Background: an optimization exercise with open tools, aiming at small area. Do not read the settings as production practice.
At most, simulation tests tie the RTL to the original design; equivalence was not proved.
Power figures rest on the tool's default switching activity, not on a simulated workload. The clock port is modelled as an ideal driver; clocking choices that lean on that would not hold on a real chip.

Setup of build 59:
==> flow/design.v (excerpt) <==
module ddr_stat_top (
   input  logic                        clk,
   input  logic                        pipe_rst_n,
   input  logic                        sh_ddr_stat_wr,
   input  logic                        sh_ddr_stat_rd,
   input  logic [8-1:0]     sh_ddr_stat_addr,
   input  logic [32-1:0]     sh_ddr_stat_wdata,
   input  stat_reg_pkg::ready_bits_t   sh_cl_ddr_is_ready,
   output logic                        ddr_sh_stat_ack,
   output logic [32-1:0]     ddr_sh_stat_rdata,
   output stat_reg_pkg::int_bits_t     ddr_sh_stat_int
);
Size in the first run: about 1000 cells after synthesis, ~88 I/O pins, about 16000 µm² of cells after synthesis.
export LEC_CHECK = 0
export CAP_MARGIN = 20
export CORE_MARGIN = 2
export CORE_UTILIZATION = 65
export PLACE_DENSITY = 0.8
export SLEW_MARGIN = 20
create_clock -name core_clock -period 4.0 [get_ports {clk}]
standard.sh (not shown) runs the stock make flow with config.mk's settings and CLKGATE_MAP_FILE= SYNTH_SCRIPT=/design/flow/synth_recipe.tcl, a recipe that flattens the netlist after the stock synthesis.
==> flow/flow/run.sh <==
#!/bin/bash
# The standard layout (standard.sh, the standard flow's own ORFS run) with two changes to
# how it is built: the port buffers are the smallest buffer instead of the
# one buffer_ports picks, and clock tree synthesis uses its own buffer list and
# clustering and inserts no dummy loads. Every tool's output is in flow.log and
# in ORFS's own logs under orfs/logs.
set -euo pipefail
bash standard.sh \
  BUFFER_PORTS_ARGS="-buffer_cell sky130_fd_sc_hd__buf_1" \
  CTS_ARGS="-sink_clustering_enable -repair_clock_nets -dont_use_dummy_load -buf_list sky130_fd_sc_hd__clkbuf_4 -sink_clustering_size 11 -sink_clustering_max_diameter 40" \
  finish > flow.log 2>&1
Build 59: no failed stages, no open violations at the end
Input-level comparison between build 50 and build 59:
diff --git a/flow/flow/run.sh b/flow/flow/run.sh
--- a/flow/flow/run.sh
+++ b/flow/flow/run.sh
@@ -10 +10 @@
-  CTS_ARGS="-sink_clustering_enable -repair_clock_nets -dont_use_dummy_load -buf_list sky130_fd_sc_hd__clkbuf_4 -sink_clustering_size 11 -sink_clustering_max_diameter 40" \
+  CTS_ARGS="-sink_clustering_enable -repair_clock_nets -dont_use_dummy_load -buf_list sky130_fd_sc_hd__clkbuf_4 -sink_clustering_size 12 -sink_clustering_max_diameter 40" \
### Flow results
Sort build 59 and build 50 by global-route usage desc -> top: build 59
Build 59 -> build 50: power after layout decreased slightly
Going from build 59 to build 50, cell area flat, final-layout fill cell count up 7.
Relative to build 59, peak supply drop increased by 2.1% in build 50.
Build 50 vs. build 59: flip-flop and latch share of the layout cell area rose by 0.18 points, number of vias per cell after detailed routing did not really move.
Fraction of power consumed by the clock network was higher in the run labelled build 59.
Taking build 59 as the reference, in build 50 relative slew slack grew by 3.8 points, buffering stage count on the worst path with inverters included held steady.
Relative to build 50, the following input files were edited for build 21:
diff --git a/flow/flow/run.sh b/flow/flow/run.sh
--- a/flow/flow/run.sh
+++ b/flow/flow/run.sh
@@ -10 +10 @@
-  CTS_ARGS="-sink_clustering_enable -repair_clock_nets -dont_use_dummy_load -buf_list sky130_fd_sc_hd__clkbuf_4 -sink_clustering_size 12 -sink_clustering_max_diameter 40" \
+  CTS_ARGS="-sink_clustering_enable -repair_clock_nets -dont_use_dummy_load -buf_list sky130_fd_sc_hd__clkbuf_4 -sink_clustering_size 12 -sink_clustering_max_diameter 30" \
- Compared build 50 against build 21; worst hold slack within noise.
- Count of clock buffers in the final design up about 22% in build 21 wrt build 50
- Build 21 does worse than build 50 on total power after layout.
- [compare] base=build 50 new=build 21: worst clock skew has increased, actual slew at the worst max-slew pin rose by 0.019 ns.
Inputs modified between build 21 and build 57:
diff --git a/flow/flow/run.sh b/flow/flow/run.sh
--- a/flow/flow/run.sh
+++ b/flow/flow/run.sh
@@ -10 +10 @@
-  CTS_ARGS="-sink_clustering_enable -repair_clock_nets -dont_use_dummy_load -buf_list sky130_fd_sc_hd__clkbuf_4 -sink_clustering_size 12 -sink_clustering_max_diameter 30" \
+  CTS_ARGS="-sink_clustering_enable -repair_clock_nets -dont_use_dummy_load -buf_list sky130_fd_sc_hd__clkbuf_16 -sink_clustering_size 40 -sink_clustering_max_diameter 60" \
Findings:
- The met2 demand-to-capacity share in global routing in build 57 was higher than what build 21 gave.
- Build 57: PASS, flow complete, no timing, DRC or antenna violations
- From build 21 to build 57 the numbers moved as follows: delay of the slowest cell on the worst path roughly the same; hold slack higher; required time at the endpoint of the critical path lower; area added between synthesis and finish higher; routed wire length higher.
- | overall track demand over capacity in global routing | build 57 vs build 21 | 0.23 points higher |
- Summary of build 57 over build 21: post-route fraction of the period consumed by the critical path went up 0.74 points; number of non-filler instances in the completed layout went down 58; post-place setup slack held; final worst setup slack went down 0.030 ns.
Changes in build 86 relative to build 57:
diff --git a/flow/flow/run.sh b/flow/flow/run.sh
--- a/flow/flow/run.sh
+++ b/flow/flow/run.sh
@@ -10 +10 @@
-  CTS_ARGS="-sink_clustering_enable -repair_clock_nets -dont_use_dummy_load -buf_list sky130_fd_sc_hd__clkbuf_16 -sink_clustering_size 40 -sink_clustering_max_diameter 60" \
+  CTS_ARGS="-sink_clustering_enable -repair_clock_nets -dont_use_dummy_load -buf_list sky130_fd_sc_hd__clkbuf_8 -sink_clustering_size 24 -sink_clustering_max_diameter 45" \
==> comparison <==
Summary: clock skew, build 86 worse than build 57
For the fraction of area in registers, build 86 came in 0.52 points higher than build 57 did.
Higher clock share of power among build 57 and build 86: build 57
For the clock group power, build 86 came in 10% lower than build 57 did.
Reported for build 57 and build 86, number of multi-input logic gates turned out identical to the last digit.
For the worst setup slack, build 86 came in 0.014 ns higher than build 57 did.
## Diff of input files: build 15 against build 86
diff --git a/flow/flow/run.sh b/flow/flow/run.sh
--- a/flow/flow/run.sh
+++ b/flow/flow/run.sh
@@ -10 +10 @@
-  CTS_ARGS="-sink_clustering_enable -repair_clock_nets -dont_use_dummy_load -buf_list sky130_fd_sc_hd__clkbuf_8 -sink_clustering_size 24 -sink_clustering_max_diameter 45" \
+  CTS_ARGS="-sink_clustering_enable -repair_clock_nets -dont_use_dummy_load -buf_list sky130_fd_sc_hd__clkbuf_4 -sink_clustering_size 10 -sink_clustering_max_diameter 40" \
Every stage of the flow completed for build 15, and the final layout passed the timing, DRC and antenna checks. The launching instance or port of the critical path comes out data_q[17][29] in one run and sel_bad_q in the other, namely in build 86 and build 15 respectively. A kind of critical path of flip-flop to primary output is what build 15 shows, while flip-flop to flip-flop belongs to build 86. Higher area overhead of the layout relative to synthesis goes to build 15 over build 86. Sequential power: build 15 vs build 86, no meaningful difference. Relative to build 86, share of the final layout cell area in sequential cells has gone down in build 15. Any difference in post-detailed-placement half-perimeter wirelength between build 86 and build 15 is small enough to ignore. Worst setup slack in build 15 is 0.029 ns below build 86.

========
ddr_stat_top, a different RTL version from the one above (not shown whole).
Size: ~1100 cells after synthesis, about 700 flip-flops, roughly 88 I/O pins, roughly 17000 um2 of cells after synthesis.
Settings: LEC_CHECK=0, CAP_MARGIN=20, CORE_MARGIN=2, CORE_UTILIZATION=40, SLEW_MARGIN=20; clock period 4.0 ns.
==> flow/flow/run.sh <==
#!/bin/bash
# The standard layout (standard.sh, the standard flow's own ORFS run) with two changes to
# how it is built: the port buffers are the smallest buffer instead of the
# one buffer_ports picks, and clock tree synthesis uses its own buffer list and
# clustering and inserts no dummy loads. Every tool's output is in flow.log and
# in ORFS's own logs under orfs/logs.
set -euo pipefail
bash standard.sh \
  BUFFER_PORTS_ARGS="-buffer_cell sky130_fd_sc_hd__buf_1" \
  CTS_ARGS="-sink_clustering_enable -repair_clock_nets -dont_use_dummy_load -buf_list sky130_fd_sc_hd__clkbuf_8 -sink_clustering_size 16 -sink_clustering_max_diameter 60" \
  finish > flow.log 2>&1
Next try:
--- a/flow/flow/run.sh
+++ b/flow/flow/run.sh
@@ -9,3 +9,3 @@
   BUFFER_PORTS_ARGS="-buffer_cell sky130_fd_sc_hd__buf_1" \
-  CTS_ARGS="-sink_clustering_enable -repair_clock_nets -dont_use_dummy_load -buf_list sky130_fd_sc_hd__clkbuf_8 -sink_clustering_size 16 -sink_clustering_max_diameter 60" \
+  CTS_ARGS="-sink_clustering_enable -repair_clock_nets -dont_use_dummy_load -buf_list sky130_fd_sc_hd__clkbuf_4 -sink_clustering_size 10 -sink_clustering_max_diameter 40" \
   finish > flow.log 2>&1
Outcome:
- clock power is lower by about 5%
- final area went down by 0.35%
- sequential power is about the same
- count of clock-buffer cells in the layout went up by 35
- total power drops by 1.6%
- maximum frequency goes down by 1.5%
- via count goes up by 3.0%
Next try:
--- a/flow/flow/run.sh
+++ b/flow/flow/run.sh
@@ -9,3 +9,3 @@
   BUFFER_PORTS_ARGS="-buffer_cell sky130_fd_sc_hd__buf_1" \
-  CTS_ARGS="-sink_clustering_enable -repair_clock_nets -dont_use_dummy_load -buf_list sky130_fd_sc_hd__clkbuf_4 -sink_clustering_size 10 -sink_clustering_max_diameter 40" \
+  CTS_ARGS="-sink_clustering_enable -repair_clock_nets -dont_use_dummy_load -buf_list sky130_fd_sc_hd__clkbuf_16 -sink_clustering_size 35 -sink_clustering_max_diameter 90" \
   finish > flow.log 2>&1
Result: The changed run produced a clean layout. Synthesized cell count does not change. Non-clock buffer count stays the same. Routed wire length came out lower by about 2.2%. Clock skew came out lower by 0.033 ns. Clock-buffer cell count came out lower by 63. Synthesized area stays the same. Worst setup slack improved by 0.12 ns.

========
ddr_stat_top, a different RTL version from the one above (not shown whole).
Size: about 700 flip-flops, roughly 88 I/O pins, roughly 0.016 mm2 of cells after synthesis.
Settings: LEC_CHECK=0, CAP_MARGIN=20, CORE_MARGIN=2, CORE_UTILIZATION=65, PLACE_DENSITY=0.8, SLEW_MARGIN=20; clock period 4.0 ns.
==> flow/flow/run.sh <==
#!/bin/bash
# The standard layout (standard.sh, the standard flow's own ORFS run) with two changes to
# how it is built: the port buffers are the smallest buffer instead of the
# one buffer_ports picks, and clock tree synthesis uses its own buffer list and
# clustering and inserts no dummy loads. Every tool's output is in flow.log and
# in ORFS's own logs under orfs/logs.
set -euo pipefail
bash standard.sh \
  BUFFER_PORTS_ARGS="-buffer_cell sky130_fd_sc_hd__buf_1" \
  CTS_ARGS="-sink_clustering_enable -repair_clock_nets -dont_use_dummy_load -buf_list sky130_fd_sc_hd__clkbuf_4 -sink_clustering_size 12 -sink_clustering_max_diameter 40" \
  finish > flow.log 2>&1
The baseline passed the timing, DRC and antenna checks.
Then changed:
--- a/flow/flow/run.sh
+++ b/flow/flow/run.sh
@@ -10 +10 @@
-  CTS_ARGS="-sink_clustering_enable -repair_clock_nets -dont_use_dummy_load -buf_list sky130_fd_sc_hd__clkbuf_4 -sink_clustering_size 12 -sink_clustering_max_diameter 40" \
+  CTS_ARGS="-sink_clustering_enable -repair_clock_nets -dont_use_dummy_load -buf_list sky130_fd_sc_hd__clkbuf_4 -sink_clustering_size 10 -sink_clustering_max_diameter 40" \
What happened: Sequential cell count does not change; via count rises by 0.87%; critical path depth does not change; fmax barely changes; routed wire length increases by about 1.8%; clock skew falls by 0.0063 ns; count of clock-buffer cells in the layout grows by 12; worst setup slack got worse by 0.0049 ns; power increases by 1.8%; first-iteration DRC count drops by about 5%; die area is unchanged.

========
the previous run:
ddr_stat_top, a different RTL version from the one above (not shown whole).
Size in the first run: roughly 1200 cells after synthesis, ~720 flip-flops, roughly 88 I/O pins, about 17000 µm² of cells after synthesis.
// ddr_stat_top
module ddr_stat_top (
   input  logic                        clk,
   input  logic                        pipe_rst_n,
   input  logic                        sh_ddr_stat_wr,
   input  logic                        sh_ddr_stat_rd,
   input  logic [8-1:0]     sh_ddr_stat_addr,
   input  logic [32-1:0]     sh_ddr_stat_wdata,
   input  stat_reg_pkg::ready_bits_t   sh_cl_ddr_is_ready,
   output logic                        ddr_sh_stat_ack,
   output logic [32-1:0]     ddr_sh_stat_rdata,
   output stat_reg_pkg::int_bits_t     ddr_sh_stat_int
);
clock: 4.0 ns
lec_check: 0
cap_margin: 20
core_margin: 2
core_utilization: 40
slew_margin: 20
==> flow/flow/run.sh <==
#!/bin/bash
# The standard layout (standard.sh, the standard flow's own ORFS run) with two changes to
# how it is built: the port buffers are the smallest buffer instead of the
# one buffer_ports picks, and clock tree synthesis uses its own buffer list and
# clustering and inserts no dummy loads. Every tool's output is in flow.log and
# in ORFS's own logs under orfs/logs.
set -euo pipefail
bash standard.sh \
  BUFFER_PORTS_ARGS="-buffer_cell sky130_fd_sc_hd__buf_1" \
  CTS_ARGS="-sink_clustering_enable -repair_clock_nets -dont_use_dummy_load -buf_list sky130_fd_sc_hd__clkbuf_8 -sink_clustering_size 16 -sink_clustering_max_diameter 60" \
  finish > flow.log 2>&1
The previous run finished every step from synthesis to the final layout, and the layout passed the timing, DRC and antenna checks.
Inputs modified between the previous run and the current run:
-- flow/flow/run.sh --
<<< the previous run, line 9
  BUFFER_PORTS_ARGS="-buffer_cell sky130_fd_sc_hd__buf_1" \
  CTS_ARGS="-sink_clustering_enable -repair_clock_nets -dont_use_dummy_load -buf_list sky130_fd_sc_hd__clkbuf_8 -sink_clustering_size 16 -sink_clustering_max_diameter 60" \
  finish > flow.log 2>&1
>>> the current run, line 9
  BUFFER_PORTS_ARGS="-buffer_cell sky130_fd_sc_hd__buf_1" \
  CTS_ARGS="-sink_clustering_enable -repair_clock_nets -dont_use_dummy_load -buf_list sky130_fd_sc_hd__clkbuf_16 -sink_clustering_size 25 -sink_clustering_max_diameter 80" \
  finish > flow.log 2>&1
Findings:
- The current run: flow completed, timing, DRC and antenna clean
- Compared with the previous run, the current run shows a worst-margin pin slew that is 0.0064 ns higher.
- Final area (the current run over the previous run): increase, about 0.8%
- Of the current run and the previous run, it is the current run that has the lower first-pass GRT wire length.
- Sequential group share of total power (the current run over the previous run): decrease, 2.5 points
- The current run vs the previous run: fraction of area in registers down in the current run
- Looking at length of routed met3 wiring, the current run sits 9.5% below the previous run.
- Power of the current run exceeds that of the previous run by a few percent.
- Diff the previous run..the current run | global-route usage | negligible
- Minimum clock period in the current run vs the previous run: down 0.084 ns
Function was not checked in any run of this note: the RTL went through the layout flow alone.

========
ddr_stat_top, a different RTL version from the one above (not shown whole).
Size: roughly 700 flip-flops, about 16000 µm² of cells after synthesis.
==> flow/config.mk <==
export PLATFORM = sky130hd
export DESIGN_NAME = ddr_stat_top
export DESIGN_NICKNAME = ddr_stat_top
export VERILOG_FILES = /design/flow/design.v
export SDC_FILE = /design/flow/constraint.sdc
export NUM_CORES = 4
export LEC_CHECK = 0
export CAP_MARGIN = 20
export CORE_MARGIN = 2
export CORE_UTILIZATION = 70
export PLACE_DENSITY = 0.82
export SLEW_MARGIN = 20
==> flow/constraint.sdc <==
create_clock -name core_clock -period 4.0 [get_ports {clk}]
set_input_delay 0.8000 -clock core_clock [delete_from_list [all_inputs] [get_ports {clk}]]
set_output_delay 0.8000 -clock core_clock [all_outputs]
set_load 0.01 [all_outputs]
==> flow/flow/run.sh <==
#!/bin/bash
# The standard layout (standard.sh, the standard flow's own ORFS run) with two changes to
# how it is built: the port buffers are the smallest buffer instead of the
# one buffer_ports picks, and clock tree synthesis uses its own buffer list and
# clustering and inserts no dummy loads. Every tool's output is in flow.log and
# in ORFS's own logs under orfs/logs.
set -euo pipefail
bash standard.sh \
  BUFFER_PORTS_ARGS="-buffer_cell sky130_fd_sc_hd__buf_1" \
  CTS_ARGS="-sink_clustering_enable -repair_clock_nets -dont_use_dummy_load -buf_list sky130_fd_sc_hd__clkbuf_4 -sink_clustering_size 12 -sink_clustering_max_diameter 40" \
  finish > flow.log 2>&1
Rerun with:
--- a/flow/config.mk
+++ b/flow/config.mk
@@ -9,4 +9,4 @@
 export CORE_MARGIN = 2
-export CORE_UTILIZATION = 70
-export PLACE_DENSITY = 0.82
+export CORE_UTILIZATION = 73
+export PLACE_DENSITY = 0.85
 export SLEW_MARGIN = 20
=> The new run went through all stages and came out clean. Hold slack gets better by 0.0096 ns. Total power stays flat. Setup slack gets worse by 0.050 ns. Flip-flop and latch count is unchanged. Via count rose by 0.99%. Area after synthesis does not change. Sequential power stays flat. Final area stays flat. Global-route usage rose by 0.18 points. Critical path depth rose by 2.
Rerun with:
--- a/flow/config.mk
+++ b/flow/config.mk
@@ -9,4 +9,4 @@
 export CORE_MARGIN = 2
-export CORE_UTILIZATION = 73
-export PLACE_DENSITY = 0.85
+export CORE_UTILIZATION = 65
+export PLACE_DENSITY = 0.8
 export SLEW_MARGIN = 20
Result: The changed run finished with timing, DRC and antenna clean; area after synthesis is unchanged; via count shrinks by 0.98%; worst setup slack improved by 0.063 ns; cell area stays flat; routed wire length shrinks by 6.5%; sequential power barely changes.
Rerun with:
--- a/flow/flow/run.sh
+++ b/flow/flow/run.sh
@@ -10,2 +10,3 @@
   CTS_ARGS="-sink_clustering_enable -repair_clock_nets -dont_use_dummy_load -buf_list sky130_fd_sc_hd__clkbuf_4 -sink_clustering_size 12 -sink_clustering_max_diameter 40" \
+  RECOVER_POWER=100 \
   finish > flow.log 2>&1
--- a/flow/config.mk
+++ b/flow/config.mk
@@ -9,4 +9,4 @@
 export CORE_MARGIN = 2
-export CORE_UTILIZATION = 65
-export PLACE_DENSITY = 0.8
+export CORE_UTILIZATION = 70
+export PLACE_DENSITY = 0.82
 export SLEW_MARGIN = 20
Outcome: With this change the flow completed and failed the layout checks on max-capacitance violations, max-slew violations. Non-clock buffer count came out lower by 2. Via count hardly moves. Worst hold slack is about the same. First-iteration DRC count came out lower by a few percent.

-- what the ideal ports hide --
Ports are ideal in the flow. The routed layouts listed here were re-timed in OpenROAD. Step 1, drivers: a clkbuf_16 drives clk and a buf_2 each remaining input, both assumed. Step 2 also shifts input and output timing later by t, the mid clock arrival at the registers, as if the neighbouring blocks saw the same clock. Three values: no drivers, after step 1, after step 2; two values: the first two.
| run | shift t [ns] | setup WS [ns] | worst setup path after step 2 | slew at the worst register clock pin (ns) |
|---|---|---|---|---|
| build 59 | 0.676 | 1.059 / 1.023 / 1.084 | register to register | 0.12 / 0.12 |
| build 50 | 0.662 | 1.077 / 1.040 / 1.094 | register to register | 0.12 / 0.12 |
| build 21 | 0.660 | 1.101 / 1.069 / 1.101 | register to register | 0.11 / 0.11 |
| build 57 | 0.593 | 1.071 / 1.071 / 1.071 | register to register | 0.12 / 0.12 |
| build 86 | 0.590 | 1.085 / 1.085 / 1.085 | register to register | 0.12 / 0.12 |
| build 15 | 0.690 | 1.057 / 1.018 / 1.076 | register to register | 0.11 / 0.11 |
| the first run of note 2 | 0.654 | 0.306 / 0.262 / 0.916 | register to output | 0.09 / 0.09 |
| the second run of note 2 | 0.738 | 0.248 / 0.203 / 0.941 | register to output | 0.10 / 0.10 |
| the third run of note 2 | 0.601 | 0.366 / 0.318 / 0.919 | register to output | 0.12 / 0.12 |
| the first run of note 3 | 0.677 | 0.297 / 0.259 / 0.830 | register to register | 0.11 / 0.11 |
| the second run of note 3 | 0.690 | 0.292 / 0.253 / 0.841 | register to register | 0.11 / 0.11 |
| the previous run | 0.670 | 0.601 / 0.557 / 1.227 | register to output | 0.10 / 0.10 |
| the current run | 0.583 | 0.685 / 0.636 / 1.219 | register to output | 0.10 / 0.10 |
| the first run of note 5 | 0.680 | 1.135 / 1.096 / 1.288 | register to register | 0.11 / 0.11 |
| the second run of note 5 | 0.677 | 1.086 / 1.044 / 1.119 | register to register | 0.12 / 0.12 |
| the third run of note 5 | 0.673 | 1.149 / 1.126 / 1.149 | register to register | 0.12 / 0.12 |
| the fourth run of note 5 | 0.678 | 0.967 / 0.929 / 1.270 | register to register | 0.11 / 0.11 |
